This is an optimization exercise on Yosys and OpenROAD, whose aim is small area, not a production implementation.
Function was checked by simulation only, so behaviour that the tests miss may differ from the original.
Power and IR drop assume default switching activity.

$ cat run.sh
#!/bin/bash
# synth_recipe.tcl (not shown) runs the flow's synth.tcl, then flattens the netlist and writes it again
# the make line also repeats each setting of config.mk as NAME=value (left out here)
make -C /OpenROAD-flow-scripts/flow DESIGN_CONFIG=/design/flow/config.mk WORK_HOME=/design/flow/orfs CLKGATE_MAP_FILE= SYNTH_SCRIPT=/design/flow/synth_recipe.tcl finish
$ cat config.mk
export PLATFORM = sky130hd
export DESIGN_NAME = wb_mult_top
export DESIGN_NICKNAME = wb_mult_top
export VERILOG_FILES = /design/flow/design.v
export SDC_FILE = /design/flow/constraint.sdc
export NUM_CORES = 4
export LEC_CHECK = 0
export CAP_MARGIN = 20
export CORE_MARGIN = 2
export CORE_UTILIZATION = 40
export SLEW_MARGIN = 20
$ cat design.v
module wb_mult_top
(
    input  logic        clk,
    input  logic        rst,
    input  logic        wb_cyc_i,
    input  logic        wb_stb_i,
    input  logic        wb_we_i,
    input  logic [1:0]  wb_adr_i,
    input  logic [31:0] wb_dat_i,
    output logic [31:0] wb_dat_o,
    output logic        wb_ack_o
);
    localparam logic [2:0] IDLE = 3'b000;
    localparam logic [2:0] S1   = 3'b100;
    localparam logic [2:0] S2   = 3'b101;
    localparam logic [2:0] S3   = 3'b110;
    localparam logic [2:0] S4   = 3'b111;
    localparam logic [2:0] DONE = 3'b001;
    logic [2:0]  state;
    logic        ack_q;
    logic [31:0] op;
    logic [16:0] p_hi;       
    logic [15:0] p_lo;       
    logic [1:0]  bc_one;     
    logic [1:0]  bc_two;
    logic [1:0]  bc_neg;
    logic        busy;
    logic        req;
    logic        op_wr;
    logic        accept;
    logic        start;
    logic [4:0]  w_next;
    logic [17:0] r0;
    logic [17:0] r1;
    logic [20:0] s_row;
    logic [20:0] c_row;
    logic [20:0] sum;
    assign busy   = state[2] & ~(state[1] & state[0]);
    assign req    = wb_cyc_i & wb_stb_i;
    assign op_wr  = req & wb_we_i & (wb_adr_i == 2'd0);
    assign accept = req & ~ack_q & ~(op_wr & busy);
    assign start  = accept & op_wr;
    always_ff @(posedge clk) begin
        if (rst) begin
            state <= IDLE;
            ack_q <= 1'b0;
        end else begin
            ack_q <= accept;
            if (start) begin
                state <= S1;
            end else begin
                case (state)
                    S1:      state <= S2;
                    S2:      state <= S3;
                    S3:      state <= S4;
                    S4:      state <= DONE;
                    default: state <= state;
                endcase
            end
        end
    end
    always_ff @(posedge clk) begin
        if (start) begin
            op <= wb_dat_i;
        end
    end
    always_comb begin
        if (start) begin
            w_next = {wb_dat_i[20:17], 1'b0};
        end else begin
            case (state[1:0])
                2'd0:    w_next = op[24:20];
                2'd1:    w_next = op[28:24];
                default: w_next = {1'b0, op[31:28]};
            endcase
        end
    end
    always_ff @(posedge clk) begin
        for (int k = 0; k < 2; k++) begin
            bc_one[k] <= w_next[2*k+1] ^ w_next[2*k];
            bc_two[k] <= (w_next[2*k+2] & ~w_next[2*k+1] & ~w_next[2*k])
                       | (~w_next[2*k+2] & w_next[2*k+1] & w_next[2*k]);
            bc_neg[k] <= w_next[2*k+2];
        end
    end
    assign r0 = (({18{bc_one[0]}} & {2'b00, op[15:0]}) | ({18{bc_two[0]}} & {1'b0, op[15:0], 1'b0}))
              ^ {18{bc_neg[0]}};
    assign r1 = (({18{bc_one[1]}} & {2'b00, op[15:0]}) | ({18{bc_two[1]}} & {1'b0, op[15:0], 1'b0}))
              ^ {18{bc_neg[1]}};
    always_comb begin
        s_row = '0;
        c_row = '0;
        s_row[1:0] = p_hi[1:0];
        c_row[1:0] = r0[1:0];
        c_row[2]   = bc_neg[1];
        for (int i = 2; i <= 16; i++) begin
            s_row[i]   = p_hi[i] ^ r0[i] ^ r1[i-2];
            c_row[i+1] = (p_hi[i] & r0[i]) | (p_hi[i] & r1[i-2]) | (r0[i] & r1[i-2]);
        end
        s_row[17] = ~p_hi[16] ^ ~r0[17] ^ r1[15];
        c_row[18] = (~p_hi[16] & ~r0[17]) | (~p_hi[16] & r1[15]) | (~r0[17] & r1[15]);
        s_row[18] = ~r1[16];
        s_row[19] = ~r1[17];
        c_row[19] = r1[16];
        s_row[20] = 1'b1;
    end
    assign sum = s_row + c_row + {20'd0, bc_neg[0]};
    always_ff @(posedge clk) begin
        if (start) begin
            p_hi <= {2'b00, wb_dat_i[15:1] & {15{wb_dat_i[16]}}};
        end else if (state[2]) begin
            p_hi <= sum[20:4];
        end
        if (state[2]) begin
            p_lo <= {sum[3:0], p_lo[15:4]};
        end
    end
    always_comb begin
        case (wb_adr_i)
            2'd0:    wb_dat_o = op;
            2'd1:    wb_dat_o = (state == DONE) ? {p_hi[14:0], p_lo, op[0] & op[16]} : 32'd0;
            2'd2:    wb_dat_o = {30'd0, state == DONE, state[2] & (state[1] | state[0])};
            default: wb_dat_o = 32'd0;
        endcase
    end
    assign wb_ack_o = ack_q;
endmodule
$ cat constraint.sdc
create_clock -name core_clock -period 3.5 [get_ports {clk}]
set_input_delay 0.7000 -clock core_clock [delete_from_list [all_inputs] [get_ports {clk}]]
set_output_delay 0.7000 -clock core_clock [all_outputs]
set_load 0.01 [all_outputs]
==> results of run 1 <==
==> power groups by stage <==
stage	Clock, uW	Combinational (uW)	Sequential (uW)
floorplan	0	788	1090
global placement	0	1080	1110
detailed placement	0	1090	1110
CTS	1030	1110	1090
global route	1060	1280	1100
finish	1010	1140	1090
==> placed cells by master, fill, tap and decap left out, types with 2 or more instances in the layout <==
| cell | instances |
|---|---|
| a31oi_1 | 4 |
| o21ai_1 | 5 |
| ha_1 | 17 |
| clkbuf_16 | 11 |
| inv_1 | 18 |
| fa_1 | 17 |
| buf_12 | 4 |
| o21bai_1 | 2 |
| o21ai_0 | 19 |
| mux2i_1 | 8 |
| a21o_1 | 9 |
| buf_4 | 20 |
| edfxtp_1 | 63 |
| nor2_1 | 18 |
| dfxtp_1 | 10 |
| a311oi_1 | 2 |
| xor2_1 | 15 |
| clkbuf_1 | 2 |
| xnor2_1 | 39 |
| a21oi_1 | 23 |
| clkdlybuf4s50_1 | 71 |
| dfxtp_2 | 2 |
| nand3_1 | 23 |
| a22oi_1 | 30 |
| a21oi_2 | 3 |
| and3_1 | 3 |
| nand4_1 | 2 |
| a22o_1 | 30 |
| nand2_1 | 20 |
| o31ai_1 | 2 |
==> through the flow <==
stage                     utilization  area, sq um  power [uW]  cells
after floorplan                     -         4860        1880    443
after global placement          0.490         5840        2190    651
after detailed placement        0.490         5840        2210    651
after CTS                       0.517         6160        3230    667
after global routing            0.520         6200        3430    669
final                           0.520         6200        3240    669
==> synthesized netlist by cell type, types with 2 or more instances <==
cell       n
a21o_1     9
a21oi_1   25
a22o_1    30
a22oi_1   30
a311oi_1   2
a31oi_1    4
and3_1     3
buf_1      3
buf_2      2
buf_4      2
clkbuf_1  24
dfxtp_1   12
edfxtp_1  63
fa_1      17
ha_1      18
inv_1     18
mux2i_1    8
nand2_1   20
nand3_1   23
nand4_1    2
nor2_1    18
o21ai_0   21
o21ai_1    3
o21bai_1   2
o31ai_1    2
xnor2_1   39
xor2_1    15
==> how the worst max path moves through the flow <==
stage                     slack, ps               endpoint               from  cells past startpoint
after floorplan                  20     p_hi[10]$_DFFE_PP_  bc_neg[0]$_DFF_P_                     12
after global placement          180      p_hi[9]$_DFFE_PP_  bc_one[0]$_DFF_P_                     13
after detailed placement        150     p_hi[11]$_DFFE_PP_  bc_one[0]$_DFF_P_                     13
after CTS                        70     p_hi[11]$_DFFE_PP_  bc_one[1]$_DFF_P_                     12
after global routing             -5  p_hi[15]$_SDFFE_PP0P_    op[4]$_DFFE_PP_                     12
final                           150  p_hi[15]$_SDFFE_PP0P_    op[4]$_DFFE_PP_                     12
==> cell families (layout without fill, tap and decap cells) <==
kind of cell / Yosys count / count (layout)
compound gates: 141 / 141
simple gates: 80 / 80
flops: 75 / 75
xor+xnor: 54 / 54
buf+inv: 50 / 129
fa+ha+maj: 35 / 35
mux: 8 / 8
==> cell type report <==
| cell class | instances | area, sq um | share of cell area |
|---|---|---|---|
| Clock buffer | 13 | 283 | 0.0456 |
| Multi-Input combinational cell | 318 | 2540 | 0.410 |
| Inverter | 18 | 67.6 | 0.0109 |
| Tap cell | 147 | 184 | 0.0297 |
| Sequential cell | 75 | 2130 | 0.345 |
| Clock inverter | 3 | 43.8 | 0.00707 |
| Timing Repair Buffer | 95 | 941 | 0.152 |
==> flip-flops by register name, summed over array words and instances (netlist names) <==
signal,cells
bc_two,2
bc_one,2
p_hi,17
bc_neg,2
state,3
op,32
ack_q,1
p_lo,16
==> routing by layer <==
| layer | up-vias | wire length [um] | GRT usage |
|---|---|---|---|
| li1 | 1807 | - | - |
| met1 | 1832 | 5950 | 0.282 |
| met2 | 135 | 6470 | 0.352 |
| met3 | 26 | 875 | 0.0540 |
| met4 | 0 | 350 | 0.0927 |
| met5 | - | 0 | 0 |
==> what timing repair did <==
item	CTS	global route
resized for setup	0	8
endpoints found under the hold margin	0	0
setup buffers	0	2
setup endpoints to repair	0	11
==> flow_metrics.py, run 1 <==
metrics = {
    "timing": {
        "finalHoldViolations": 0,
        "timing.final.crit_share": 0.957,
        "timing.fmax_ghz": 0.298,
        "whs_ps": 454,
        "worstMarginPinSlew_ps": 682,
        "setup_ws_ps": 149,
        "skew_ps": 9.34,
        "finalMaxSlewViolations": 0,
        "setup-tns-final_ps": 0,
        "setup_violations": 0,
        "period_needed_ps": 3350,
        "relSlewSlack": 0.544,
    },
    "yosys": {
        "ys_types": 55,
        "yosysWarnings": 1,
        "synth-simple-area-share": 0.0817,
        "synthXorXnorAreaFrac": 0.0974,
        "synthMuxAreaShare": 0.0165,
        "synth-edff-count": 63,
        "synthAdderAreaFrac": 0.116,
        "synth_largest_area_cell": "edfxtp_1",
        "synth-compound-area-share": 0.207,
        "synth_top_area_share": 0.389,
        "syn_avg_cell_area_sq_um": 11.0,
        "synth_cells": 443,
        "synth_seq_area_share": 0.439,
        "synth_fp_nets": 517,
        "ys.flop_type": "edfxtp_1",
        "ys_seq_elements": 75,
        "synth_top_family_by_area": "compound AO/OA/AOI/OAI gates",
        "synth_area_leaders": "edfxtp_1 39%, xnor2_1 7.0%, fa_1 7.0%",
        "synth_area_sq_um": 4860,
        "ys_async_sr_fraction": 0,
    },
    "global_route": {
        "grt_max_degree": 34,
        "grt_overflow_total": 0,
        "grt_pass1_wl_mm": 21.2,
        "antenna_found_initial": 0,
        "grt_pass1_vias": 3762,
        "grt_use_total": 0.219,
    },
    "setup_path": {
        "r2r-start": "op[4]$_DFFE_PP_",
        "r2r_end": "p_hi[15]$_SDFFE_PP0P_",
        "crit_required_ps": 3770,
        "ff2ff_path_depth": 12,
        "rrSetupSlack_ps": 150,
        "cp.buffers_inverters": 2,
        "crit_fanout": 5,
        "critPathKind": "reg2reg",
        "startpoint_type": "flip-flop",
        "crit_family": "compound AO/OA/AOI/OAI gates",
        "cp_cell_sequence": "a22oi_1 -> xnor2_1 -> fa_1 -> ha_1 -> buf_4 -> nand2_1 -> o41ai_4 -> a21oi_2 -> buf_4 -> o21ai_1 -> xnor2_1 -> a211oi_2",
        "crit_path_end_kind": "flip-flop",
        "crit_path_max_incr_delay_ps": 590,
        "critical_path.slowest_cell": "o41ai_4",
        "arrival_ps": 3620,
    },
    "route": {
        "routedWlPerCell_um": 20.4,
        "first_pass_iters": 5,
        "drt-initial-drc-count": 375,
        "drc": 0,
        "antenna_left": 0,
        "vias_per_cell": 5.68,
        "routed_wl_mm": 13.6,
        "via_count": 3800,
    },
    "clock_tree": {
        "cts_buffers": 9,
        "cts_hold_buf": 0,
        "clk_latency_ps": 350,
        "clockRootBuffer": "clkbuf_16",
        "path_clk_slew_ps": 60,
        "clockBufferDepth": 2,
        "cts.sinks": 75,
        "htree_levels": 3,
        "cts_tree": "yes",
    },
    "die": {
        "die-area_sq_um": 13000,
        "io_pins": 72,
        "num_rows": 40,
        "start_util": 0.408,
        "core_area_sq_um": 11900,
        "die_y_um": 114,
        "die_w_um": 114,
    },
    "power_and_ir_drop": {
        "power_frac_clock": 0.310,
        "swShare": 0.315,
        "switching_power_uw": 1020,
        "combPwrFrac": 0.353,
        "p_int_uw": 2220,
        "irDropWorstVdd_v": 0.000318,
        "power_frac_seq": 0.337,
        "p_leak_uw": 0.00228,
        "power.density_nw_per_um2": 523,
    },
    "final_layout": {
        "area_growth_pct": 27.6,
        "drive_gt1_frac": 0.102,
        "fin_nets": 591,
        "antenna_cells": 0,
        "n_fill_cell": 1090,
    },
    "place": {
        "dpl_worst_slack_ps": 152,
        "io_buffers": 71,
        "hpwl_mm": 10.2,
        "gp_congestion": 0.896,
    },
    "worst_hold_path": {
        "hold_depth": 0,
        "holdPathEnd": "p_lo[8]$_DFFE_PP_",
        "min_path_type": "reg2reg",
        "min-delay-start": "p_lo[12]$_DFFE_PP_",
    },
    "status": {
        "outcome": "complete, no violations",
    },
    "job": {
        "maxCapViolCount": 0,
    },
}
==> run 2, diff against run 1 <==
--- a/design.v
+++ b/design.v
@@ -19,7 +19,7 @@
     logic [2:0]  state;
     logic        ack_q;
     logic [31:0] op;
-    logic [16:0] p_hi;       
+    logic [15:0] p_hi;       
     logic [15:0] p_lo;       
     logic [1:0]  bc_one;     
     logic [1:0]  bc_two;
@@ -32,9 +32,9 @@
     logic [4:0]  w_next;
     logic [17:0] r0;
     logic [17:0] r1;
-    logic [20:0] s_row;
-    logic [20:0] c_row;
-    logic [20:0] sum;
+    logic [19:0] s_row;
+    logic [19:0] c_row;
+    logic [19:0] sum;
     assign busy   = state[2] & ~(state[1] & state[0]);
     assign req    = wb_cyc_i & wb_stb_i;
     assign op_wr  = req & wb_we_i & (wb_adr_i == 2'd0);
@@ -93,23 +93,24 @@
         s_row[1:0] = p_hi[1:0];
         c_row[1:0] = r0[1:0];
         c_row[2]   = bc_neg[1];
-        for (int i = 2; i <= 16; i++) begin
+        for (int i = 2; i <= 15; i++) begin
             s_row[i]   = p_hi[i] ^ r0[i] ^ r1[i-2];
             c_row[i+1] = (p_hi[i] & r0[i]) | (p_hi[i] & r1[i-2]) | (r0[i] & r1[i-2]);
         end
-        s_row[17] = ~p_hi[16] ^ ~r0[17] ^ r1[15];
-        c_row[18] = (~p_hi[16] & ~r0[17]) | (~p_hi[16] & r1[15]) | (~r0[17] & r1[15]);
+        s_row[16] = p_hi[15] ^ r0[16] ^ r1[14];
+        c_row[17] = (p_hi[15] & r0[16]) | (p_hi[15] & r1[14]) | (r0[16] & r1[14]);
+        s_row[17] = ~p_hi[15] ^ ~r0[17] ^ r1[15];
+        c_row[18] = (~p_hi[15] & ~r0[17]) | (~p_hi[15] & r1[15]) | (~r0[17] & r1[15]);
         s_row[18] = ~r1[16];
         s_row[19] = ~r1[17];
         c_row[19] = r1[16];
-        s_row[20] = 1'b1;
     end
-    assign sum = s_row + c_row + {20'd0, bc_neg[0]};
+    assign sum = s_row + c_row + {19'd0, bc_neg[0]};
     always_ff @(posedge clk) begin
         if (start) begin
-            p_hi <= {2'b00, wb_dat_i[15:1] & {15{wb_dat_i[16]}}};
+            p_hi <= {1'b0, wb_dat_i[15:1] & {15{wb_dat_i[16]}}};
         end else if (state[2]) begin
-            p_hi <= sum[20:4];
+            p_hi <= sum[19:4];
         end
         if (state[2]) begin
             p_lo <= {sum[3:0], p_lo[15:4]};
==> flow_metrics.py, run 2 <==
metrics = {
    "status": {
        "outcome": "complete, no violations",
    },
    "timing": {
        "rsz0062_at_grt": "true",
        "period_needed_ps": 3300,
        "relSlewSlack": 0.513,
        "setup_ws_ps": 197,
        "setup_violations": 0,
        "skew_ps": 6.30,
        "worstMarginPinSlew_ps": 728,
        "finalHoldViolations": 0,
        "timing.fmax_ghz": 0.303,
        "timing.final.crit_share": 0.944,
        "finalMaxSlewViolations": 0,
    },
    "die": {
        "core_area_sq_um": 12000,
        "start_util": 0.410,
        "die-area_sq_um": 13200,
        "die_y_um": 115,
        "die_w_um": 115,
        "io_pins": 72,
        "num_rows": 40,
    },
    "final_layout": {
        "layout_common_cells": "71 x clkdlybuf4s50_1, 63 x edfxtp_1, 41 x xnor2_1",
        "layout_commonest_cell": "clkdlybuf4s50_1",
        "reg.largest.list": "op x32, p_hi x16, p_lo x16",
        "stdcell_area_sq_um": 6210,
        "fin_nets": 592,
        "registers.top_by_ff_count": "op",
        "largest_reg_flops": 32,
        "drive_gt1_frac": 0.103,
        "area_growth_pct": 26.0,
        "final_cells": 670,
        "antenna_cells": 0,
    },
    "place": {
        "io_buffers": 71,
        "place_area_sq_um": 5900,
        "gp_congestion": 0.866,
        "hpwl_mm": 10.6,
        "dp.cells": 654,
        "dpl_worst_slack_ps": 53.8,
    },
    "route": {
        "via_count": 3878,
        "routed_wl_mm": 13.9,
        "first_pass_iters": 5,
        "antenna_left": 0,
        "vias_per_cell": 5.79,
        "routedWlPerCell_um": 20.7,
        "drc": 0,
        "drt-initial-drc-count": 262,
    },
    "power_and_ir_drop": {
        "p_int_uw": 2210,
        "p_total_uw": 3460,
        "irDropWorstVdd_v": 0.000414,
        "power.density_nw_per_um2": 557,
        "swShare": 0.363,
        "p_leak_uw": 0.00211,
        "combPwrFrac": 0.423,
        "switching_power_uw": 1260,
        "power_frac_seq": 0.321,
        "power_frac_clock": 0.256,
    },
    "global_route": {
        "grt_pass1_wl_mm": 21.6,
        "grt_max_degree": 49,
        "grt_overflow_total": 0,
        "grt_use_total": 0.221,
        "grt_pass1_vias": 3789,
        "antenna_found_initial": 0,
    },
    "yosys": {
        "synth_fp_nets": 523,
        "synth_area_leaders": "edfxtp_1 38%, xnor2_1 7.3%, fa_1 6.9%",
        "ys.flop_type": "edfxtp_1",
        "synth-edff-count": 63,
        "ys_async_sr_fraction": 0,
        "synth_area_sq_um": 4930,
        "yosysWarnings": 1,
        "syn_avg_cell_area_sq_um": 11.0,
        "ys_seq_elements": 74,
        "synth_seq_area_share": 0.428,
        "synth_cells": 449,
        "synth_common_cells": "63 x edfxtp_1, 41 x xnor2_1, 30 x a22o_1, 30 x a22oi_1, 30 x nand2_1",
        "synth_largest_area_cell": "edfxtp_1",
        "ys_types": 55,
        "synth_most_common_cell": "edfxtp_1",
        "synth_top_area_share": 0.384,
    },
    "setup_path": {
        "arrival_ps": 3390,
        "crit_path_max_incr_delay_ps": 450,
        "critical_path.slowest_cell": "fa_1",
        "crit_family": "adder cells",
        "cp.buffers_inverters": 1,
        "critPathKind": "reg2reg",
        "crit_required_ps": 3590,
        "crit_fanout": 12,
        "crit_path_end_kind": "flip-flop",
        "startpoint_type": "flip-flop",
        "cp_cell_sequence": "buf_4 -> a22oi_1 -> xnor2_1 -> fa_1 -> ha_1 -> nand2_1 -> a2111oi_4 -> o21bai_2 -> nand3_1 -> mux2i_1 -> nand3_1",
        "crit_top_cell": "nand3_1",
    },
    "clock_tree": {
        "cts.sinks": 74,
        "cts_resized": 0,
        "cts_hold_buf": 0,
        "clockBufferDepth": 2,
        "path_clk_slew_ps": 60,
        "clk_latency_ps": 350,
        "clockRootBuffer": "clkbuf_16",
        "htree_levels": 3,
        "cts_buffers": 9,
        "cts_setup_buffers": 0,
        "cts_tree": "yes",
    },
    "worst_hold_path": {
        "min_path_type": "reg2reg",
    },
    "job": {
        "maxCapViolCount": 0,
    },
}
run 2: cell type report:
cell class,count,area (sq um)
Inverter,6,22.5
Tap cell,147,184
Clock buffer,10,239
Sequential cell,74,2110
Multi-Input combinational cell,337,2680
Timing Repair Buffer,90,928
Clock inverter,6,38.8
Fill cell,1096,5800
run 2: cell families after synthesis:
| kind of cell | synth area share |
|---|---|
| compound gates | 0.214 |
| simple gates | 0.0982 |
| flops | 0.428 |
| xor+xnor | 0.0924 |
| buf+inv | 0.0338 |
| fa+ha+maj | 0.115 |
| mux | 0.0183 |
run 2: metal layers:
layer	part of all wire	wire length, um	GRT usage	vias up
met1	0.46	6400	0.299	1906
li1	-	-	-	1842
met5	0	0	0	-
met3	0.051	710	0.0511	24
met2	0.47	6540	0.352	106
met4	0.019	258	0.0715	0
run 2: worst reg2reg max path, stage by stage (launching register included):
cell and delay, ps:
dfxtp_1 440, buf_4 240, a22oi_1 130, xnor2_1 200, fa_1 450, ha_1 420, nand2_1 160, a2111oi_4 350
o21bai_2 170, nand3_1 200, mux2i_1 200, nand3_1 90
run 2: path summary, 6_finish.rpt:
| kind | slack [ps] | startpoint | cells past startpoint | to |
|---|---|---|---|---|
| min | 450 | p_lo[9]$_DFFE_PP_ | 0 | p_lo[5]$_DFFE_PP_ |
| max reg2reg | 200 | bc_one[1]$_DFF_P_ | 11 | p_hi[11]$_DFFE_PP_ |
| max | 200 | bc_one[1]$_DFF_P_ | 11 | p_hi[11]$_DFFE_PP_ |
| min reg2reg | 450 | p_lo[9]$_DFFE_PP_ | 0 | p_lo[5]$_DFFE_PP_ |
run 2: power groups by stage:
stage | Sequential, uW | Combinational [uW] | Clock [uW]
2_1_floorplan | 1100 | 1040 | 0
5_1_grt | 1110 | 1630 | 941
6_report | 1110 | 1470 | 886
3_3_place_gp | 1130 | 1400 | 0
3_5_place_dp | 1130 | 1420 | 0
4_1_cts | 1110 | 1430 | 906
run 2: per-stage QoR:
step                      hold slack (ps)  setup TNS, ps   util
final                                 450              0  0.517
after global routing                  460          -62.4  0.517
after CTS                             450              0  0.514
after detailed placement              435              0  0.491
after global placement                435              0  0.491
after floorplan                       427              0      -
==> run 3, diff against run 2 <==
==> flow/run.sh (new file) <==
#!/bin/bash
# The standard layout, with the smallest buffer (buf_1) on every port
# instead of the one buffer_ports picks by default.
set -euo pipefail
export BUFFER_PORTS_ARGS="-buffer_cell sky130_fd_sc_hd__buf_1"
bash standard.sh > standard_flow.log 2>&1
==> standard.sh (new file) <==
#!/bin/bash
# synth_recipe.tcl (not shown) runs the flow's synth.tcl, then flattens the netlist and writes it again
# the make line also repeats each setting of config.mk as NAME=value (left out here)
make -C /OpenROAD-flow-scripts/flow DESIGN_CONFIG=/design/flow/config.mk WORK_HOME=/design/flow/orfs CLKGATE_MAP_FILE= SYNTH_SCRIPT=/design/flow/synth_recipe.tcl "${@:-finish}"
--- a/config.mk
+++ b/config.mk
@@ -7,5 +7,7 @@
 export LEC_CHECK = 0
 export CAP_MARGIN = 20
 export CORE_MARGIN = 2
-export CORE_UTILIZATION = 40
+export CORE_UTILIZATION = 80
+export CTS_BUF_LIST = sky130_fd_sc_hd__clkbuf_8
+export PLACE_DENSITY = 0.8
 export SLEW_MARGIN = 20
removed: run.sh
==> flow_metrics.py, run 3 <==
metrics = {
    "global_route": {
        "grt_overflow_total": 46,
        "grt_max_degree": 31,
        "grt_use_total": 0.761,
    },
    "yosys": {
        "synth_top_area_share": 0.384,
        "synth_common_cells": "63 x edfxtp_1, 41 x xnor2_1, 30 x a22o_1, 30 x a22oi_1, 30 x nand2_1",
        "ys_seq_elements": 74,
        "synth_seq_area_share": 0.428,
        "synth_area_sq_um": 4930,
        "ys_async_sr_fraction": 0,
        "synth_area_leaders": "edfxtp_1 38%, xnor2_1 7.3%, fa_1 6.9%",
        "synth-edff-count": 63,
        "synth_most_common_cell": "edfxtp_1",
        "ys_types": 55,
        "yosysWarnings": 1,
        "synth_largest_area_cell": "edfxtp_1",
        "synth_fp_nets": 523,
        "syn_avg_cell_area_sq_um": 11.0,
        "ys.flop_type": "edfxtp_1",
        "synth_cells": 449,
    },
    "timing": {
        "postGrtWorstEndpoint": "p_hi[6]$_DFFE_PP_/D",
        "worstEpCategory": "register input",
    },
    "clock_tree": {
        "htree_levels": 3,
        "cts_buffers": 9,
        "clockBufferDepth": 2,
        "clockRootBuffer": "clkbuf_8",
        "cts_hold_buf": 0,
        "cts.sinks": 74,
        "cts_setup_buffers": 0,
    },
    "die": {
        "num_rows": 28,
        "die_w_um": 82.5,
        "die_y_um": 82.5,
        "start_util": 0.828,
        "io_pins": 72,
    },
    "place": {
        "io_buffers": 71,
        "place_area_sq_um": 5320,
        "hpwl_mm": 11.2,
        "gp_congestion": 0.950,
    },
    "status": {
        "outcome": "stopped before the end",
        "firstError": "[ERROR GRT-0232] Routing congestion too high. Check the congestion heatmap in the GUI.",
        "flow.stopped_at": "global routing",
    },
}
[run 3: timing repair]
action / 4_1_cts
gates resized for setup: 9
pin swaps: 0
setup endpoints to repair: 8
[run 3: logic make-up after synthesis]
| family | share of synthesized area |
|---|---|
| AOI/OAI and AO/OA | 0.214 |
| xor gates and xnor gates | 0.0924 |
| adders and majority gates | 0.115 |
| buffers and inverters | 0.0338 |
| DFF | 0.428 |
| muxes | 0.0183 |
| and+or+nand+nor | 0.0982 |
[run 3: metrics by stage]
step | worst slack (ps) | std cells | total power [uW] | hold WS, ps
after CTS | 17.6 | 600 | 3360 | 471
after detailed placement | -30.2 | 584 | 2540 | 436
after floorplan | 80.6 | 449 | 2150 | 427
after global placement | 225 | 584 | 2450 | 431
[run 3: routing by layer]
layer | overflow | global-route usage
met3 | 0 | 0.586
met1 | 0 | 0.755
met4 | 23 | 0.805
met2 | 23 | 0.933
met5 | 0 | 0.167
[run 3: power by group through the flow]
stage | logic (uW) | clock network [uW] | registers [uW]
after detailed placement | 1410 | 0 | 1130
after floorplan | 1040 | 0 | 1100
after CTS | 1500 | 746 | 1110
after global placement | 1320 | 0 | 1130
[run 3: worst max-delay path by stage]
stage	start	endpoint	slack, ps	depth (start not counted)
after floorplan	bc_neg[0]$_DFF_P_	p_hi[12]$_DFFE_PP_	80	11
after global placement	op[4]$_DFFE_PP_	p_hi[10]$_DFFE_PP_	230	10
after detailed placement	bc_one[0]$_DFF_P_	p_hi[14]$_DFFE_PP_	-30	10
after CTS	op[2]$_DFFE_PP_	p_hi[8]$_DFFE_PP_	20	10
==> run 4, diff against run 3 <==
--- a/config.mk
+++ b/config.mk
@@ -7,7 +7,7 @@
 export LEC_CHECK = 0
 export CAP_MARGIN = 20
 export CORE_MARGIN = 2
-export CORE_UTILIZATION = 80
+export CORE_UTILIZATION = 65
 export CTS_BUF_LIST = sky130_fd_sc_hd__clkbuf_8
-export PLACE_DENSITY = 0.8
+export PLACE_DENSITY = 0.75
 export SLEW_MARGIN = 20
==> flow_metrics.py, run 4 <==
metrics = {
    "yosys": {
        "synth_fp_nets": 523,
        "syn_avg_cell_area_sq_um": 11.0,
        "synth_top_area_share": 0.384,
        "synth_cells": 449,
        "ys_async_sr_fraction": 0,
        "synth_seq_area_share": 0.428,
        "ys.flop_type": "edfxtp_1",
        "yosysWarnings": 1,
        "synth_most_common_cell": "edfxtp_1",
        "synth_area_leaders": "edfxtp_1 38%, xnor2_1 7.3%, fa_1 6.9%",
        "synth_largest_area_cell": "edfxtp_1",
        "synth-edff-count": 63,
        "synth_area_sq_um": 4930,
        "ys_types": 55,
        "synth_common_cells": "63 x edfxtp_1, 41 x xnor2_1, 30 x a22o_1, 30 x a22oi_1, 30 x nand2_1",
        "ys_seq_elements": 74,
    },
    "power_and_ir_drop": {
        "p_int_uw": 2050,
        "power_frac_seq": 0.339,
        "power_frac_clock": 0.226,
        "power.density_nw_per_um2": 585,
        "irDropWorstVdd_v": 0.000463,
        "switching_power_uw": 1230,
        "swShare": 0.374,
        "p_total_uw": 3280,
        "p_leak_uw": 0.00189,
        "combPwrFrac": 0.435,
    },
    "place": {
        "io_buffers": 71,
        "dpl_worst_slack_ps": 71.8,
        "hpwl_mm": 9.79,
        "gp_congestion": 1.00,
    },
    "final_layout": {
        "registers.top_by_ff_count": "op",
        "fin_nets": 594,
        "utilization": 0.768,
        "drive_gt1_frac": 0.107,
        "layout_commonest_cell": "buf_1",
        "antenna_cells": 0,
        "reg.largest.list": "op x32, p_hi x16, p_lo x16",
        "layout_common_cells": "71 x buf_1, 63 x edfxtp_1, 41 x xnor2_1",
        "area_growth_pct": 13.6,
        "largest_reg_flops": 32,
    },
    "timing": {
        "relSlewSlack": 0.414,
        "finalMaxSlewViolations": 0,
        "finalHoldViolations": 0,
        "timing.final.crit_share": 0.972,
        "worstMarginPinSlew_ps": 880,
        "setup_ws_ps": 99.2,
        "period_needed_ps": 3400,
        "skew_ps": 8.84,
        "timing.fmax_ghz": 0.294,
        "setup_violations": 0,
    },
    "die": {
        "core_area_sq_um": 7290,
        "die_w_um": 91.1,
        "die-area_sq_um": 8300,
        "io_pins": 72,
        "num_rows": 31,
        "die_y_um": 91.1,
        "start_util": 0.676,
    },
    "global_route": {
        "grt_max_degree": 41,
        "grt_use_total": 0.327,
        "grt_pass1_wl_mm": 20.6,
        "grt_pass1_vias": 3891,
        "antenna_found_initial": 0,
        "grt_overflow_total": 0,
    },
    "clock_tree": {
        "cts.sinks": 74,
        "cts_hold_buf": 0,
        "clockBufferDepth": 2,
        "cts_tree": "yes",
        "clockRootBuffer": "clkbuf_8",
        "cts_buffers": 9,
        "clk_latency_ps": 360,
        "path_clk_slew_ps": 80,
        "htree_levels": 3,
    },
    "route": {
        "vias_per_cell": 6.43,
        "routedWlPerCell_um": 20.9,
        "drt-initial-drc-count": 286,
        "via_count": 4013,
        "first_pass_iters": 5,
        "drc": 0,
        "antenna_left": 0,
        "routed_wl_mm": 13.0,
    },
    "setup_path": {
        "crit_fanout": 5,
        "startpoint_type": "flip-flop",
        "critPathKind": "reg2reg",
        "arrival_ps": 3510,
        "crit_path_end_kind": "flip-flop",
        "crit_required_ps": 3600,
    },
    "status": {
        "outcome": "complete, no violations",
    },
    "job": {
        "maxCapViolCount": 0,
    },
    "worst_hold_path": {
        "min_path_type": "reg2reg",
    },
}
run 4: power by group through the flow:
stage | sequential (uW) | clock, uW | combinational (uW)
2_1_floorplan | 1100 | 0 | 1040
3_3_place_gp | 1130 | 0 | 1330
3_5_place_dp | 1130 | 0 | 1370
4_1_cts | 1110 | 742 | 1380
5_1_grt | 1120 | 786 | 1570
6_report | 1110 | 740 | 1430
run 4: per-stage QoR:
step	cell area [sq um]	setup TNS (ps)	hold WS, ps	cells
3_5_place_dp	5340	0	448	605
6_report	5600	0	469	624
5_1_grt	5600	-8.28	471	624
3_3_place_gp	5340	0	434	605
2_1_floorplan	4930	0	427	449
4_1_cts	5560	0	469	621
run 4: cells by family (layout without fill, tap and decap cells):
kind of cell / Yosys count / count (layout) / share of synthesized area
buffers and inverters: 38 / 114 / 0.0338
AND/OR/NAND/NOR: 96 / 96 / 0.0982
adder cells (fa/ha/maj): 35 / 35 / 0.115
multiplexers: 9 / 9 / 0.0183
AO/OA/AOI/OAI: 145 / 145 / 0.214
flip-flops: 74 / 74 / 0.428
XOR/XNOR: 52 / 52 / 0.0924
run 4: layer usage:
| layer | GRT usage | up-vias | share of wire |
|---|---|---|---|
| met1 | 0.439 | 1933 | 0.41 |
| met4 | 0.155 | 0 | 0.037 |
| met5 | 0 | - | 0 |
| li1 | - | 1841 | - |
| met2 | 0.518 | 205 | 0.48 |
| met3 | 0.0598 | 34 | 0.072 |
run 4: final timing paths:
| path | startpoint | endpoint | slack (ps) | depth (start not counted) |
|---|---|---|---|---|
| hold / removal | p_lo[8]$_DFFE_PP_ | p_lo[4]$_DFFE_PP_ | 470 | 0 |
| setup reg to reg | op[2]$_DFFE_PP_ | p_hi[8]$_DFFE_PP_ | 100 | 10 |
| setup / recovery | op[2]$_DFFE_PP_ | p_hi[8]$_DFFE_PP_ | 100 | 10 |
| hold reg to reg | p_lo[8]$_DFFE_PP_ | p_lo[4]$_DFFE_PP_ | 470 | 0 |
run 4: critical path: stages (launching register included):
cell	delay (ps)
edfxtp_1	490
a22oi_1	270
xnor2_1	170
fa_1	440
ha_1	390
and3_1	250
a221oi_4	350
a211oi_1	140
nor4_1	320
xor2_1	220
o21ai_0	100
run 4: what timing repair did:
| action | in CTS | in global routing |
|---|---|---|
| buffers inserted | 0 | 3 |
| gates resized for setup | 0 | 7 |
| endpoints found under the setup margin | 0 | 10 |
run 4: cell type report:
cell class              instances  area, sq um
inverters                       6         22.5
multi-input cells             337         2670
clock buffers                   9          124
well taps                      99          124
flip-flops and latches         74         2120
fillers                       521         1690
clock inverters                 7         93.8
repair buffers                 92          449
==> run 5, diff against run 4 <==
--- a/config.mk
+++ b/config.mk
@@ -6,6 +6,7 @@
 export NUM_CORES = 4
 export LEC_CHECK = 0
 export CAP_MARGIN = 20
+export CORE_ASPECT_RATIO = 0.33
 export CORE_MARGIN = 2
 export CORE_UTILIZATION = 65
 export CTS_BUF_LIST = sky130_fd_sc_hd__clkbuf_8
==> flow_metrics.py, run 5 <==
metrics = {
    "yosys": {
        "synth_fp_nets": 523,
        "synth_cells": 449,
        "synth_most_common_cell": "edfxtp_1",
        "yosysWarnings": 1,
        "ys.flop_type": "edfxtp_1",
        "synth_area_sq_um": 4930,
        "synth_seq_area_share": 0.428,
        "synth_top_area_share": 0.384,
        "ys_seq_elements": 74,
        "synth_area_leaders": "edfxtp_1 38%, xnor2_1 7.3%, fa_1 6.9%",
        "ys_async_sr_fraction": 0,
        "synth_largest_area_cell": "edfxtp_1",
        "syn_avg_cell_area_sq_um": 11.0,
        "synth-edff-count": 63,
        "ys_types": 55,
        "synth_common_cells": "63 x edfxtp_1, 41 x xnor2_1, 30 x a22o_1, 30 x a22oi_1, 30 x nand2_1",
    },
    "place": {
        "io_buffers": 71,
        "hpwl_mm": 11.1,
        "dpl_worst_slack_ps": -13.7,
        "gp_congestion": 1.01,
        "dp.cells": 606,
    },
    "timing": {
        "finalHoldViolations": 0,
        "setup_violations": 0,
        "relSlewSlack": 0.384,
        "finalMaxSlewViolations": 0,
        "setup_ws_ps": 135,
        "timing.final.crit_share": 0.961,
        "whs_ps": 455,
        "skew_ps": 4.32,
        "worstMarginPinSlew_ps": 924,
        "period_needed_ps": 3360,
        "timing.fmax_ghz": 0.297,
    },
    "power_and_ir_drop": {
        "power_frac_clock": 0.205,
        "power_frac_seq": 0.344,
        "swShare": 0.388,
        "p_int_uw": 1990,
        "combPwrFrac": 0.452,
        "p_leak_uw": 0.00188,
        "power.density_nw_per_um2": 582,
        "irDropWorstVdd_v": 0.000409,
        "switching_power_uw": 1260,
    },
    "final_layout": {
        "layout_common_cells": "71 x buf_1, 63 x edfxtp_1, 40 x xnor2_1",
        "antenna_cells": 0,
        "registers.top_by_ff_count": "op",
        "drive_gt1_frac": 0.118,
        "fin_nets": 594,
        "area_growth_pct": 13.2,
        "largest_reg_flops": 32,
        "final_cells": 625,
        "layout_commonest_cell": "buf_1",
        "reg.largest.list": "op x32, p_hi x16, p_lo x16",
    },
    "worst_hold_path": {
        "min_path_type": "reg2reg",
    },
    "clock_tree": {
        "cts.sinks": 74,
        "cts_tree": "yes",
        "htree_levels": 3,
        "cts_buffers": 9,
        "clockBufferDepth": 2,
        "cts_hold_buf": 0,
        "clk_latency_ps": 360,
        "clockRootBuffer": "clkbuf_8",
        "path_clk_slew_ps": 80,
    },
    "route": {
        "via_count": 4115,
        "routedWlPerCell_um": 23.3,
        "drt-initial-drc-count": 563,
        "vias_per_cell": 6.58,
        "routed_wl_mm": 14.5,
        "drc": 0,
        "antenna_left": 0,
        "first_pass_iters": 5,
    },
    "global_route": {
        "antenna_found_initial": 0,
        "grt_overflow_total": 0,
        "grt_use_total": 0.362,
        "grt_pass1_vias": 3756,
        "grt_max_degree": 36,
        "grt_pass1_wl_mm": 21.6,
    },
    "die": {
        "core_area_sq_um": 7390,
        "die_y_um": 54.0,
        "start_util": 0.667,
        "io_pins": 72,
        "die-area_sq_um": 8410,
        "die_w_um": 156,
        "num_rows": 18,
    },
    "setup_path": {
        "critPathKind": "reg2reg",
        "crit_required_ps": 3730,
        "crit_path_max_incr_delay_ps": 500,
        "crit_fanout": 5,
        "cp_cell_sequence": "a22oi_1 -> xnor2_1 -> fa_1 -> ha_2 -> and3_1 -> a221oi_4 -> buf_4 -> a211oi_1 -> nor2_1 -> or4_1 -> nand3_1",
        "crit_path_end_kind": "flip-flop",
        "arrival_ps": 3590,
        "crit_family": "simple AND/OR/NAND/NOR gates",
        "startpoint_type": "flip-flop",
        "cp.buffers_inverters": 1,
        "critical_path.slowest_cell": "edfxtp_1",
    },
    "status": {
        "outcome": "complete, no violations",
    },
    "job": {
        "maxCapViolCount": 0,
    },
}
run 5: cell types whose count changed in the layout (fill, tap and decap cells not counted), moves of 2 or more:
cell | previous run | this run
a21oi_1 | 22 | 20
ha_2 | 1 | 3
clkinv_4 | 1 | 3
buf_4 | 19 | 21
buf_12 | 2 | 0
ha_1 | 17 | 15
a21oi_2 | 1 | 3
run 5: power groups by stage:
stage | sequential [uW] | clock, uW | combinational (uW)
4_1_cts | 1110 | 673 | 1390
6_report | 1120 | 665 | 1470
2_1_floorplan | 1100 | 0 | 1040
5_1_grt | 1120 | 706 | 1610
3_5_place_dp | 1130 | 0 | 1360
3_3_place_gp | 1130 | 0 | 1320
run 5: path summary, 6_finish.rpt:
check | from | end | slack, ps | cells past startpoint
setup / recovery | op[2]$_DFFE_PP_ | p_hi[14]$_DFFE_PP_ | 140 | 11
hold reg to reg | p_lo[10]$_DFFE_PP_ | p_lo[6]$_DFFE_PP_ | 450 | 0
setup reg to reg | op[2]$_DFFE_PP_ | p_hi[14]$_DFFE_PP_ | 140 | 11
hold / removal | p_lo[10]$_DFFE_PP_ | p_lo[6]$_DFFE_PP_ | 450 | 0
run 5: kinds of logic (layout without fill, tap and decap cells):
family,after synthesis,in the layout,synth area share
adders and majority gates,35,35,0.115
AOI/OAI and AO/OA,145,145,0.214
DFF,74,74,0.428
buffers and inverters,38,114,0.0338
xor gates and xnor gates,52,52,0.0924
and+or+nand+nor,96,96,0.0982
muxes,9,9,0.0183
run 5: layer usage:
metal	share of wire	global-route usage	vias to the layer above	routed length, um
li1	-	-	1844	-
met1	0.43	0.519	1949	6300
met2	0.39	0.494	302	5600
met3	0.17	0.170	20	2520
met4	0.0089	0.0749	0	129
met5	0	0	-	0
run 5: per-stage QoR:
stage / setup TNS [ps] / area (sq um) / total power [uW] / utilization
2_1_floorplan: 0 / 4930 / 2150 / -
6_report: 0 / 5580 / 3250 / 0.756
3_5_place_dp: -13.7 / 5320 / 2500 / 0.720
3_3_place_gp: 0 / 5320 / 2450 / 0.720
4_1_cts: 0 / 5520 / 3180 / 0.747
5_1_grt: -1.75 / 5580 / 3440 / 0.756
run 5: area by class of cell:
| cell class | instances | area, sq um |
|---|---|---|
| Timing Repair Buffer | 92 | 424 |
| Sequential cell | 74 | 2120 |
| Clock buffer | 9 | 124 |
| Tap cell | 100 | 125 |
| Clock inverter | 7 | 70.1 |
| Inverter | 6 | 22.5 |
| Fill cell | 533 | 1810 |
| Multi-Input combinational cell | 337 | 2700 |
run 5: repair_timing:
action,4_1_cts,5_1_grt
gates resized for setup,1,13
gates cloned,0,0
setup buffers,0,3
pin swaps,0,3
endpoints found under the setup margin,1,12
==> run 6, diff against run 5 <==
--- a/config.mk
+++ b/config.mk
@@ -6,9 +6,7 @@
 export NUM_CORES = 4
 export LEC_CHECK = 0
 export CAP_MARGIN = 20
-export CORE_ASPECT_RATIO = 0.33
 export CORE_MARGIN = 2
 export CORE_UTILIZATION = 65
 export CTS_BUF_LIST = sky130_fd_sc_hd__clkbuf_8
-export PLACE_DENSITY = 0.75
 export SLEW_MARGIN = 20
==> flow_metrics.py, run 6 <==
metrics = {
    "status": {
        "outcome": "complete, no violations",
    },
    "yosys": {
        "synth_most_common_cell": "edfxtp_1",
        "syn_avg_cell_area_sq_um": 11.0,
        "synth_top_area_share": 0.384,
        "synth_seq_area_share": 0.428,
        "ys_seq_elements": 74,
        "synth_area_sq_um": 4930,
        "yosysWarnings": 1,
        "ys_types": 55,
        "synth-edff-count": 63,
        "synth_fp_nets": 523,
        "synth_largest_area_cell": "edfxtp_1",
        "ys_async_sr_fraction": 0,
        "ys.flop_type": "edfxtp_1",
        "synth_area_leaders": "edfxtp_1 38%, xnor2_1 7.3%, fa_1 6.9%",
        "synth_common_cells": "63 x edfxtp_1, 41 x xnor2_1, 30 x a22o_1, 30 x a22oi_1, 30 x nand2_1",
        "synth_cells": 449,
    },
    "timing": {
        "finalMaxSlewViolations": 0,
        "timing.fmax_ghz": 0.291,
        "skew_ps": 15.4,
        "finalHoldViolations": 0,
        "period_needed_ps": 3440,
        "worstMarginPinSlew_ps": 937,
        "timing.final.crit_share": 0.982,
        "relSlewSlack": 0.375,
        "setup_violations": 0,
    },
    "die": {
        "io_pins": 72,
        "die_w_um": 91.1,
        "num_rows": 31,
        "die-area_sq_um": 8300,
        "die_y_um": 91.1,
        "core_area_sq_um": 7290,
        "start_util": 0.676,
    },
    "final_layout": {
        "area_growth_pct": 14.3,
        "final_cells": 625,
        "reg.largest.list": "op x32, p_hi x16, p_lo x16",
        "fin_nets": 595,
        "drive_gt1_frac": 0.125,
        "registers.top_by_ff_count": "op",
        "stdcell_area_sq_um": 5640,
        "layout_commonest_cell": "buf_1",
        "antenna_cells": 0,
        "largest_reg_flops": 32,
        "layout_common_cells": "71 x buf_1, 63 x edfxtp_1, 40 x xnor2_1",
    },
    "worst_hold_path": {
        "min_path_type": "reg2reg",
    },
    "global_route": {
        "grt.busiest_layer": "met2",
        "antenna_found_initial": 0,
        "grt_overflow_total": 0,
        "grtUsageMet3": 0.0423,
        "grt_max_degree": 49,
        "grt_pass1_vias": 3631,
        "met1_usage": 0.439,
        "grt_pass1_wl_mm": 19.6,
        "grt_use_total": 0.314,
        "grt_use_met2": 0.506,
    },
    "clock_tree": {
        "htree_levels": 3,
        "clk_latency_ps": 360,
        "cts_buffers": 9,
        "clockBufferDepth": 2,
        "cts.sinks": 74,
        "cts_tree": "yes",
        "path_clk_slew_ps": 90,
        "clockRootBuffer": "clkbuf_8",
    },
    "setup_path": {
        "critPathKind": "reg2reg",
        "critical_path.slowest_cell": "edfxtp_1",
        "cp_cell_sequence": "a22oi_1 -> xnor2_1 -> fa_1 -> ha_1 -> a21oi_1 -> o22ai_1 -> o21bai_1 -> nand3_1 -> xnor2_1 -> o21ai_1",
        "crit_path_max_incr_delay_ps": 530,
        "crit_family": "compound AO/OA/AOI/OAI gates",
        "arrival_ps": 3560,
        "crit_path_end_kind": "flip-flop",
        "startpoint_type": "flip-flop",
        "cp.buffers_inverters": 0,
        "rrSetupSlack_ps": 60,
        "crit_required_ps": 3620,
        "crit_fanout": 5,
        "crit_top_cell": "xnor2_1",
    },
    "route": {
        "drt-initial-drc-count": 358,
        "via_count": 4030,
        "routedWlPerCell_um": 20.7,
        "vias_per_cell": 6.45,
        "first_pass_iters": 5,
        "antenna_left": 0,
        "routed_wl_mm": 12.9,
        "drc": 0,
    },
    "power_and_ir_drop": {
        "irDropWorstVdd_v": 0.000428,
        "p_leak_uw": 0.00189,
        "power.density_nw_per_um2": 568,
        "p_total_uw": 3200,
    },
    "job": {
        "maxCapViolCount": 0,
    },
    "place": {
        "place_area_sq_um": 5320,
        "dp.cells": 603,
        "io_buffers": 71,
        "hpwl_mm": 9.51,
        "gp_congestion": 1.04,
    },
}
-- run 6: timing repair --
action | CTS | global route
endpoints found under the setup margin | 0 | 9
resized for setup | 0 | 19
hold buffers | 0 | 0
setup buffers | 0 | 6
-- run 6: kinds of logic after synthesis --
group                      Yosys count  share of synthesized area
AOI/OAI and AO/OA                  145                      0.214
and+or+nand+nor                     96                     0.0982
DFF                                 74                      0.428
xor gates and xnor gates            52                     0.0924
buffers and inverters               38                     0.0338
adders and majority gates           35                      0.115
muxes                                9                     0.0183
-- run 6: per-layer routing --
metal,vias up,routed length [um]
li1,1851,-
met1,1910,5280
met2,231,6210
met3,38,1040
met4,0,415
met5,-,0
-- run 6: path summary, 6_finish.rpt --
kind	startpoint	endpoint	cells after the start
setup / recovery	op[2]$_DFFE_PP_	p_hi[7]$_DFFE_PP_	10
hold / removal	p_lo[6]$_DFFE_PP_	p_lo[2]$_DFFE_PP_	0
setup reg to reg	op[2]$_DFFE_PP_	p_hi[7]$_DFFE_PP_	10
hold reg to reg	p_lo[6]$_DFFE_PP_	p_lo[2]$_DFFE_PP_	0
-- run 6: report_power, final --
| group | internal [uW] | total, uW | switching, uW |
|---|---|---|---|
| Combinational | 610 | 1440 | 832 |
| Clock | 321 | 647 | 326 |
| Sequential | 1060 | 1110 | 52.1 |
| Total | 1990 | 3200 | 1210 |
-- run 6: area by class of cell --
cell class,instances,area [sq um]
well taps,99,124
inverters,6,22.5
clock buffers,9,124
multi-input cells,337,2730
clock inverters,7,61.3
repair buffers,93,457
fillers,504,1660
flip-flops and latches,74,2120
-- run 6: stage by stage --
stage          hold slack [ps]  setup WS (ps)  setup TNS (ps)  utilization
6_report                   464           63.5               0        0.773
5_1_grt                    476          -62.3            -219        0.773
4_1_cts                    458           40.6               0        0.755
3_5_place_dp               438           70.5               0        0.730
3_3_place_gp               434            131               0        0.730
2_1_floorplan              427           80.6               0            -
-- run 6: worst register-to-register path, stage by stage, from the launching register on --
cell and delay (ps):
edfxtp_1 530, a22oi_1 270, xnor2_1 180, fa_1 460, ha_1 350, a21oi_1 300
o22ai_1 190, o21bai_1 410, nand3_1 210, xnor2_1 220, o21ai_1 70
==> run 7, diff against run 6 <==
--- a/config.mk
+++ b/config.mk
@@ -7,6 +7,6 @@
 export LEC_CHECK = 0
 export CAP_MARGIN = 20
 export CORE_MARGIN = 2
-export CORE_UTILIZATION = 65
+export CORE_UTILIZATION = 72
 export CTS_BUF_LIST = sky130_fd_sc_hd__clkbuf_8
 export SLEW_MARGIN = 20
==> flow_metrics.py, run 7 <==
metrics = {
    "global_route": {
        "met1_usage": 0.462,
        "grt.busiest_layer": "met2",
        "grt_max_degree": 31,
        "grtUsageMet3": 0.0810,
        "grt_pass1_wl_mm": 19.5,
        "grt_pass1_vias": 3821,
        "grt_overflow_total": 0,
        "grt_use_met2": 0.552,
        "grt_use_total": 0.349,
        "antenna_found_initial": 0,
    },
    "place": {
        "dpl_worst_slack_ps": 126,
        "place_area_sq_um": 5300,
        "io_buffers": 71,
        "hpwl_mm": 9.38,
        "gp_congestion": 1.07,
    },
    "yosys": {
        "syn_avg_cell_area_sq_um": 11.0,
        "synth_most_common_cell": "edfxtp_1",
        "synth_area_sq_um": 4930,
        "synth_cells": 449,
        "yosysWarnings": 1,
        "ys_async_sr_fraction": 0,
        "ys_types": 55,
        "synth_seq_area_share": 0.428,
        "synth_common_cells": "63 x edfxtp_1, 41 x xnor2_1, 30 x a22o_1, 30 x a22oi_1, 30 x nand2_1",
        "synth_largest_area_cell": "edfxtp_1",
        "synth_top_area_share": 0.384,
        "synth-edff-count": 63,
        "synth_fp_nets": 523,
        "ys_seq_elements": 74,
        "synth_area_leaders": "edfxtp_1 38%, xnor2_1 7.3%, fa_1 6.9%",
        "ys.flop_type": "edfxtp_1",
    },
    "final_layout": {
        "area_growth_pct": 14.1,
        "layout_commonest_cell": "buf_1",
        "n_fill_cell": 393,
        "largest_reg_flops": 32,
        "registers.top_by_ff_count": "op",
        "drive_gt1_frac": 0.121,
        "layout_common_cells": "71 x buf_1, 63 x edfxtp_1, 41 x xnor2_1",
        "utilization": 0.837,
        "antenna_cells": 0,
        "fin_nets": 596,
        "stdcell_area_sq_um": 5630,
        "reg.largest.list": "op x32, p_hi x16, p_lo x16",
    },
    "route": {
        "drc": 0,
        "first_pass_iters": 6,
        "routedWlPerCell_um": 21.3,
        "routed_wl_mm": 12.9,
        "drt-initial-drc-count": 328,
        "vias_per_cell": 6.83,
        "via_count": 4143,
        "antenna_left": 0,
    },
    "clock_tree": {
        "cts.sinks": 74,
        "clk_latency_ps": 360,
        "clockRootBuffer": "clkbuf_8",
        "clockBufferDepth": 2,
        "htree_levels": 3,
        "path_clk_slew_ps": 80,
        "cts_buffers": 9,
        "cts_hold_buf": 0,
        "cts_tree": "yes",
    },
    "setup_path": {
        "crit_path_end_kind": "flip-flop",
        "crit_required_ps": 3610,
        "critPathKind": "reg2reg",
        "startpoint_type": "flip-flop",
        "crit_fanout": 7,
        "arrival_ps": 3440,
    },
    "timing": {
        "period_needed_ps": 3330,
        "relSlewSlack": 0.393,
        "timing.final.crit_share": 0.951,
        "worstMarginPinSlew_ps": 910,
        "skew_ps": 7.81,
        "timing.fmax_ghz": 0.300,
        "finalMaxSlewViolations": 0,
        "setup_violations": 0,
        "setup_ws_ps": 171,
        "finalHoldViolations": 0,
    },
    "power_and_ir_drop": {
        "p_leak_uw": 0.00192,
        "power.density_nw_per_um2": 601,
        "irDropWorstVdd_v": 0.000470,
    },
    "die": {
        "num_rows": 30,
        "die_w_um": 86.7,
        "die-area_sq_um": 7520,
        "die_y_um": 86.7,
        "start_util": 0.734,
        "io_pins": 72,
        "core_area_sq_um": 6720,
    },
    "worst_hold_path": {
        "min_path_type": "reg2reg",
    },
    "status": {
        "outcome": "complete, no violations",
    },
    "job": {
        "maxCapViolCount": 0,
    },
}
-- run 7: cell counts after synthesis --
No cell type changed its count.
-- run 7: kinds of logic after synthesis --
family | Yosys count | synth area share
compound gates | 145 | 0.214
fa+ha+maj | 35 | 0.115
mux | 9 | 0.0183
xor+xnor | 52 | 0.0924
simple gates | 96 | 0.0982
flops | 74 | 0.428
buf+inv | 38 | 0.0338
-- run 7: through the flow --
step / std cells / hold WS [ps] / TNS [ps] / total power (uW)
finish: 607 / 465 / 0 / 3380
global route: 607 / 480 / -21.5 / 3550
global placement: 586 / 439 / 0 / 2430
CTS: 602 / 469 / 0 / 3290
floorplan: 449 / 427 / 0 / 2150
detailed placement: 586 / 441 / 0 / 2480
-- run 7: timing repair --
item / 4_1_cts / 5_1_grt
setup buffers: 0 / 5
resized for setup: 0 / 13
setup endpoints to repair: 0 / 11
-- run 7: worst max-delay path, cell delays in order, from the launching register on --
cell,delay [ps]
edfxtp_1,510
a22oi_1,260
xnor2_1,160
fa_1,440
ha_2,350
a21o_1,210
a221oi_4,360
buf_4,180
a211oi_1,70
nor2_1,270
xor2_1,180
o21ai_0,90
-- run 7: worst paths after layout --
path | startpoint | endpoint | slack, ps | depth (start not counted)
setup / recovery | op[2]$_DFFE_PP_ | p_hi[10]$_DFFE_PP_ | 170 | 11
hold / removal | p_lo[15]$_DFFE_PP_ | p_lo[11]$_DFFE_PP_ | 470 | 0
setup reg to reg | op[2]$_DFFE_PP_ | p_hi[10]$_DFFE_PP_ | 170 | 11
hold reg to reg | p_lo[15]$_DFFE_PP_ | p_lo[11]$_DFFE_PP_ | 470 | 0
-- run 7: routing by layer --
| metal | routed length (um) | vias up |
|---|---|---|
| met4 | 514 | 0 |
| li1 | - | 1849 |
| met5 | 0 | - |
| met2 | 6180 | 284 |
| met3 | 1340 | 49 |
| met1 | 4870 | 1961 |
-- run 7: power breakdown --
group | leakage, uW | switching, uW | internal, uW
clock network | 0.000121 | 335 | 473
logic | 0.00113 | 853 | 607
registers | 0.000661 | 54.5 | 1060
total | 0.00192 | 1240 | 2140
-- run 7: layout make-up --
type	count	area, sq um	area share
clock buffers	9	124	0.0220
clock inverters	7	116	0.0207
inverters	6	22.5	0.00400
multi-input cells	337	2700	0.479
flip-flops and latches	74	2120	0.376
well taps	80	100	0.0178
repair buffers	94	452	0.0803
==> run 8, diff against run 7 <==
--- a/config.mk
+++ b/config.mk
@@ -6,7 +6,9 @@
 export NUM_CORES = 4
 export LEC_CHECK = 0
 export CAP_MARGIN = 20
+export CORE_ASPECT_RATIO = 0.5
 export CORE_MARGIN = 2
-export CORE_UTILIZATION = 72
+export CORE_UTILIZATION = 70
 export CTS_BUF_LIST = sky130_fd_sc_hd__clkbuf_8
+export PLACE_DENSITY = 0.8
 export SLEW_MARGIN = 20
==> flow_metrics.py, run 8 <==
metrics = {
    "final_layout": {
        "fin_nets": 589,
        "layout_common_cells": "71 x buf_1, 63 x edfxtp_1, 40 x xnor2_1",
        "antenna_cells": 0,
        "stdcell_area_sq_um": 5520,
        "largest_reg_flops": 32,
        "layout_commonest_cell": "buf_1",
        "drive_gt1_frac": 0.106,
        "reg.largest.list": "op x32, p_hi x16, p_lo x16",
        "area_growth_pct": 12.0,
        "final_cells": 612,
        "registers.top_by_ff_count": "op",
    },
    "timing": {
        "skew_ps": 5.44,
        "relSlewSlack": 0.381,
        "setup-tns-final_ps": 0,
        "finalHoldViolations": 0,
        "setup_violations": 0,
        "timing.fmax_ghz": 0.296,
        "finalMaxSlewViolations": 0,
        "setup_ws_ps": 117,
        "timing.final.crit_share": 0.966,
        "period_needed_ps": 3380,
        "worstMarginPinSlew_ps": 928,
    },
    "route": {
        "via_count": 4226,
        "antenna_left": 0,
        "vias_per_cell": 6.91,
        "routedWlPerCell_um": 23.9,
        "routed_wl_mm": 14.6,
        "drc": 0,
        "first_pass_iters": 6,
        "drt-initial-drc-count": 558,
    },
    "setup_path": {
        "crit_fanout": 8,
        "critical_path.slowest_cell": "edfxtp_1",
        "startpoint_type": "flip-flop",
        "crit_path_max_incr_delay_ps": 540,
        "cp_cell_sequence": "a22oi_1 -> xnor2_2 -> fa_1 -> ha_1 -> a21oi_1 -> o21ai_0 -> a31oi_1 -> o21ai_1 -> nor3_1 -> o31ai_2",
        "arrival_ps": 3490,
        "crit_path_end_kind": "flip-flop",
        "crit_required_ps": 3610,
        "critPathKind": "reg2reg",
    },
    "global_route": {
        "grt_overflow_total": 0,
        "antenna_found_initial": 0,
        "grt_pass1_wl_mm": 22.4,
        "grt_max_degree": 31,
        "grt_use_total": 0.396,
        "grt_pass1_vias": 4071,
    },
    "clock_tree": {
        "cts_tree": "yes",
        "cts_setup_buffers": 0,
        "cts.sinks": 74,
        "path_clk_slew_ps": 80,
        "clk_latency_ps": 360,
        "clockRootBuffer": "clkbuf_8",
        "clockBufferDepth": 2,
        "cts_hold_buf": 0,
        "cts_resized": 0,
        "cts_buffers": 9,
        "htree_levels": 3,
    },
    "yosys": {
        "ys_async_sr_fraction": 0,
        "synth_seq_area_share": 0.428,
        "synth_cells": 449,
        "syn_avg_cell_area_sq_um": 11.0,
        "synth_largest_area_cell": "edfxtp_1",
        "synth_area_sq_um": 4930,
        "ys.flop_type": "edfxtp_1",
        "synth_top_area_share": 0.384,
        "synth_most_common_cell": "edfxtp_1",
        "ys_types": 55,
        "synth_common_cells": "63 x edfxtp_1, 41 x xnor2_1, 30 x a22o_1, 30 x a22oi_1, 30 x nand2_1",
        "synth_fp_nets": 523,
        "ys_seq_elements": 74,
        "synth_area_leaders": "edfxtp_1 38%, xnor2_1 7.3%, fa_1 6.9%",
        "synth-edff-count": 63,
        "yosysWarnings": 1,
    },
    "power_and_ir_drop": {
        "p_leak_uw": 0.00186,
        "p_total_uw": 3190,
        "power.density_nw_per_um2": 578,
        "irDropWorstVdd_v": 0.000501,
    },
    "status": {
        "outcome": "complete, no violations",
    },
    "job": {
        "maxCapViolCount": 0,
    },
    "die": {
        "die_w_um": 123,
        "die_y_um": 63.3,
        "num_rows": 21,
        "die-area_sq_um": 7770,
        "io_pins": 72,
        "core_area_sq_um": 6750,
        "start_util": 0.730,
    },
    "place": {
        "hpwl_mm": 11.0,
        "io_buffers": 71,
        "dpl_worst_slack_ps": 66.3,
        "place_area_sq_um": 5290,
        "gp_congestion": 1.06,
        "dp.cells": 596,
    },
    "worst_hold_path": {
        "min_path_type": "reg2reg",
    },
}
[run 8: worst max-delay path, delay by kind of cell (launching register included)]
kind	cells	cell delay, ps
compound gates	6	1260
fa+ha+maj	2	890
flops	1	540
simple gates	1	270
xor+xnor	1	180
[run 8: final cells by class]
type | instances | area, sq um
clock inverter | 6 | 33.8
tap | 92 | 115
inverter | 6 | 22.5
fill | 394 | 1230
clock buffer | 10 | 138
sequential | 74 | 2120
timing repair buffer | 87 | 390
multi-input combinational | 337 | 2700
[run 8: routing by layer]
metal / GRT usage / vias to the layer above / wire length, um
met5: 0 / - / 0
met4: 0.125 / 0 / 432
met3: 0.139 / 53 / 2180
met2: 0.584 / 339 / 6360
met1: 0.550 / 1997 / 5640
li1: - / 1837 / -
[run 8: path summary, 6_finish.rpt]
path / startpoint / to / slack, ps / cells past startpoint
max: op[12]$_DFFE_PP_ / p_hi[13]$_DFFE_PP_ / 120 / 10
min: p_lo[12]$_DFFE_PP_ / p_lo[8]$_DFFE_PP_ / 470 / 0
min reg2reg: p_lo[12]$_DFFE_PP_ / p_lo[8]$_DFFE_PP_ / 470 / 0
max reg2reg: op[12]$_DFFE_PP_ / p_hi[13]$_DFFE_PP_ / 120 / 10
[run 8: power by group]
group / total (uW) / internal [uW] / switching, uW
sequential: 1110 / 1060 / 56.4
combinational: 1470 / 603 / 871
clock: 601 / 272 / 329
total: 3190 / 1930 / 1260
[run 8: cells by family (layout without fill, tap and decap cells)]
kind of cell	after synthesis	after routing	share of synthesized area
AO/OA/AOI/OAI	145	145	0.214
AND/OR/NAND/NOR	96	96	0.0982
flip-flops	74	74	0.428
XOR/XNOR	52	52	0.0924
buffers and inverters	38	109	0.0338
adder cells (fa/ha/maj)	35	35	0.115
multiplexers	9	9	0.0183
[run 8: per-stage QoR]
| step | util | hold WS (ps) |
|---|---|---|
| after CTS | 0.809 | 472 |
| after floorplan | - | 427 |
| after detailed placement | 0.783 | 442 |
| after global routing | 0.818 | 488 |
| after global placement | 0.783 | 433 |
| final | 0.818 | 472 |
==> run 9, diff against run 8 <==
--- a/config.mk
+++ b/config.mk
@@ -8,7 +8,7 @@
 export CAP_MARGIN = 20
 export CORE_ASPECT_RATIO = 0.5
 export CORE_MARGIN = 2
-export CORE_UTILIZATION = 70
+export CORE_UTILIZATION = 65
 export CTS_BUF_LIST = sky130_fd_sc_hd__clkbuf_8
-export PLACE_DENSITY = 0.8
+export PLACE_DENSITY = 0.75
 export SLEW_MARGIN = 20
==> flow_metrics.py, run 9 <==
metrics = {
    "final_layout": {
        "utilization": 0.753,
        "layout_commonest_cell": "buf_1",
        "stdcell_area_sq_um": 5530,
        "antenna_cells": 0,
        "fin_nets": 591,
        "area_growth_pct": 12.3,
        "registers.top_by_ff_count": "op",
        "reg.largest.list": "op x32, p_hi x16, p_lo x16",
        "largest_reg_flops": 32,
        "layout_common_cells": "71 x buf_1, 63 x edfxtp_1, 41 x xnor2_1",
    },
    "timing": {
        "setup_violations": 0,
        "finalMaxSlewViolations": 0,
        "relSlewSlack": 0.443,
        "finalHoldViolations": 0,
        "skew_ps": 15.2,
        "timing.final.crit_share": 0.948,
        "setup_ws_ps": 182,
        "setup-tns-final_ps": 0,
    },
    "job": {
        "maxCapViolCount": 0,
    },
    "setup_path": {
        "crit_path_end_kind": "flip-flop",
        "crit_fanout": 7,
        "startpoint_type": "flip-flop",
        "crit_family": "compound AO/OA/AOI/OAI gates",
        "crit_path_max_incr_delay_ps": 510,
        "critPathKind": "reg2reg",
        "crit_required_ps": 3600,
    },
    "yosys": {
        "synth_largest_area_cell": "edfxtp_1",
        "synth_top_area_share": 0.384,
        "ys_async_sr_fraction": 0,
        "synth_cells": 449,
        "synth_area_leaders": "edfxtp_1 38%, xnor2_1 7.3%, fa_1 6.9%",
        "yosysWarnings": 1,
        "synth_fp_nets": 523,
    },
    "status": {
        "outcome": "complete, no violations",
    },
    "global_route": {
        "grtUsageMet3": 0.0936,
        "grt_use_met2": 0.494,
        "grt_overflow_total": 0,
        "grt.busiest_layer": "met2",
        "grt_use_total": 0.335,
        "grt_pass1_vias": 3786,
        "grt_max_degree": 31,
        "grt_pass1_wl_mm": 20.6,
        "met1_usage": 0.487,
        "antenna_found_initial": 0,
    },
    "clock_tree": {
        "clockBufferDepth": 2,
        "clockRootBuffer": "clkbuf_8",
        "path_clk_slew_ps": 90,
        "cts_hold_buf": 0,
        "clk_latency_ps": 370,
        "cts_tree": "yes",
    },
    "place": {
        "io_buffers": 71,
        "gp_congestion": 0.931,
        "dpl_worst_slack_ps": 151,
    },
    "die": {
        "core_area_sq_um": 7350,
        "num_rows": 22,
        "die-area_sq_um": 8340,
        "die_y_um": 65.6,
        "start_util": 0.671,
    },
    "route": {
        "drc": 0,
        "first_pass_iters": 5,
        "routedWlPerCell_um": 22.0,
        "via_count": 4067,
        "drt-initial-drc-count": 449,
    },
    "power_and_ir_drop": {
        "p_leak_uw": 0.00187,
        "power.density_nw_per_um2": 566,
        "combPwrFrac": 0.458,
        "swShare": 0.390,
        "power_frac_clock": 0.186,
        "p_int_uw": 1910,
        "switching_power_uw": 1220,
        "irDropWorstVdd_v": 0.000435,
    },
}
-- run 9: path summary, 6_finish.rpt --
kind	startpoint	cells after the start	endpoint
setup / recovery	op[3]$_DFFE_PP_	10	p_hi[8]$_DFFE_PP_
hold / removal	p_lo[15]$_DFFE_PP_	0	p_lo[11]$_DFFE_PP_
setup reg to reg	op[3]$_DFFE_PP_	10	p_hi[8]$_DFFE_PP_
hold reg to reg	p_lo[15]$_DFFE_PP_	0	p_lo[11]$_DFFE_PP_
-- run 9: cells by family (layout without fill, tap and decap cells) --
kind of cell	Yosys count	after routing	synth area share
compound gates	145	145	0.214
simple gates	96	96	0.0982
flops	74	74	0.428
xor+xnor	52	52	0.0924
buf+inv	38	111	0.0338
fa+ha+maj	35	35	0.115
mux	9	9	0.0183
-- run 9: layer usage --
metal  routed length [um]  vias to the layer above
met4                  236                        0
met2                 5720                      241
met5                    0                        -
met1                 5900                     1960
li1                     -                     1839
met3                 1730                       27
-- run 9: power groups by stage --
stage          Sequential (uW)  Combinational (uW)  Clock (uW)
2_1_floorplan             1100                1040           0
3_3_place_gp              1130                1320           0
3_5_place_dp              1130                1360           0
4_1_cts                   1110                1370         594
5_1_grt                   1120                1590         623
6_report                  1110                1430         583
-- run 9: stage by stage --
stage / std cells / hold slack [ps] / total power [uW]
finish: 618 / 458 / 3130
global route: 618 / 465 / 3330
CTS: 615 / 451 / 3070
detailed placement: 599 / 439 / 2490
global placement: 599 / 431 / 2450
floorplan: 449 / 427 / 2150
-- run 9: repair_timing --
action | 4_1_cts | 5_1_grt
endpoints found under the setup margin | 0 | 11
resized for setup | 0 | 12
buffers inserted | 0 | 3
-- run 9: final cells by class --
class	instances	area (sq um)	area share
clock buffers	9	124	0.0224
clock inverters	7	40.0	0.00723
inverters	6	22.5	0.00407
multi-input cells	337	2690	0.487
flip-flops and latches	74	2120	0.383
well taps	96	120	0.0217
repair buffers	89	418	0.0755

-- separate check: timing with driven ports --
Ports are ideal in the flow. The routed layouts listed here were re-timed in OpenROAD.
Step 1, drivers: a clkbuf_16 drives clk and a buf_2 each remaining input, both assumed.
Step 2, shift: input delay + t, output delay - t, t = (earliest + latest rising clock arrival at the registers) / 2. This alone moves slack from input paths to output paths.
Slacks: no drivers / after step 1 / after step 2; pairs: no drivers / after step 1.
run	shift t [ns]	setup slack, ns	clock arrival spread, ns	worst slew at a driven data input, ns	cell pins on the clock port's net
run 1	0.387	0.149 / 0.149 / 0.149	0.010 / 0.009	0.05	1
run 2	0.388	0.197 / 0.197 / 0.197	0.006 / 0.007	0.05	1
run 4	0.389	0.099 / 0.099 / 0.099	0.009 / 0.009	0.04	1
run 5	0.396	0.135 / 0.135 / 0.135	0.005 / 0.005	0.04	1
run 6	0.382	0.064 / 0.064 / 0.064	0.015 / 0.015	0.04	1
run 7	0.391	0.171 / 0.171 / 0.171	0.008 / 0.008	0.04	1
run 8	0.384	0.117 / 0.117 / 0.117	0.005 / 0.006	0.04	1
run 9	0.392	0.182 / 0.182 / 0.182	0.016 / 0.016	0.05	1
After both steps every run listed still meets setup and hold.
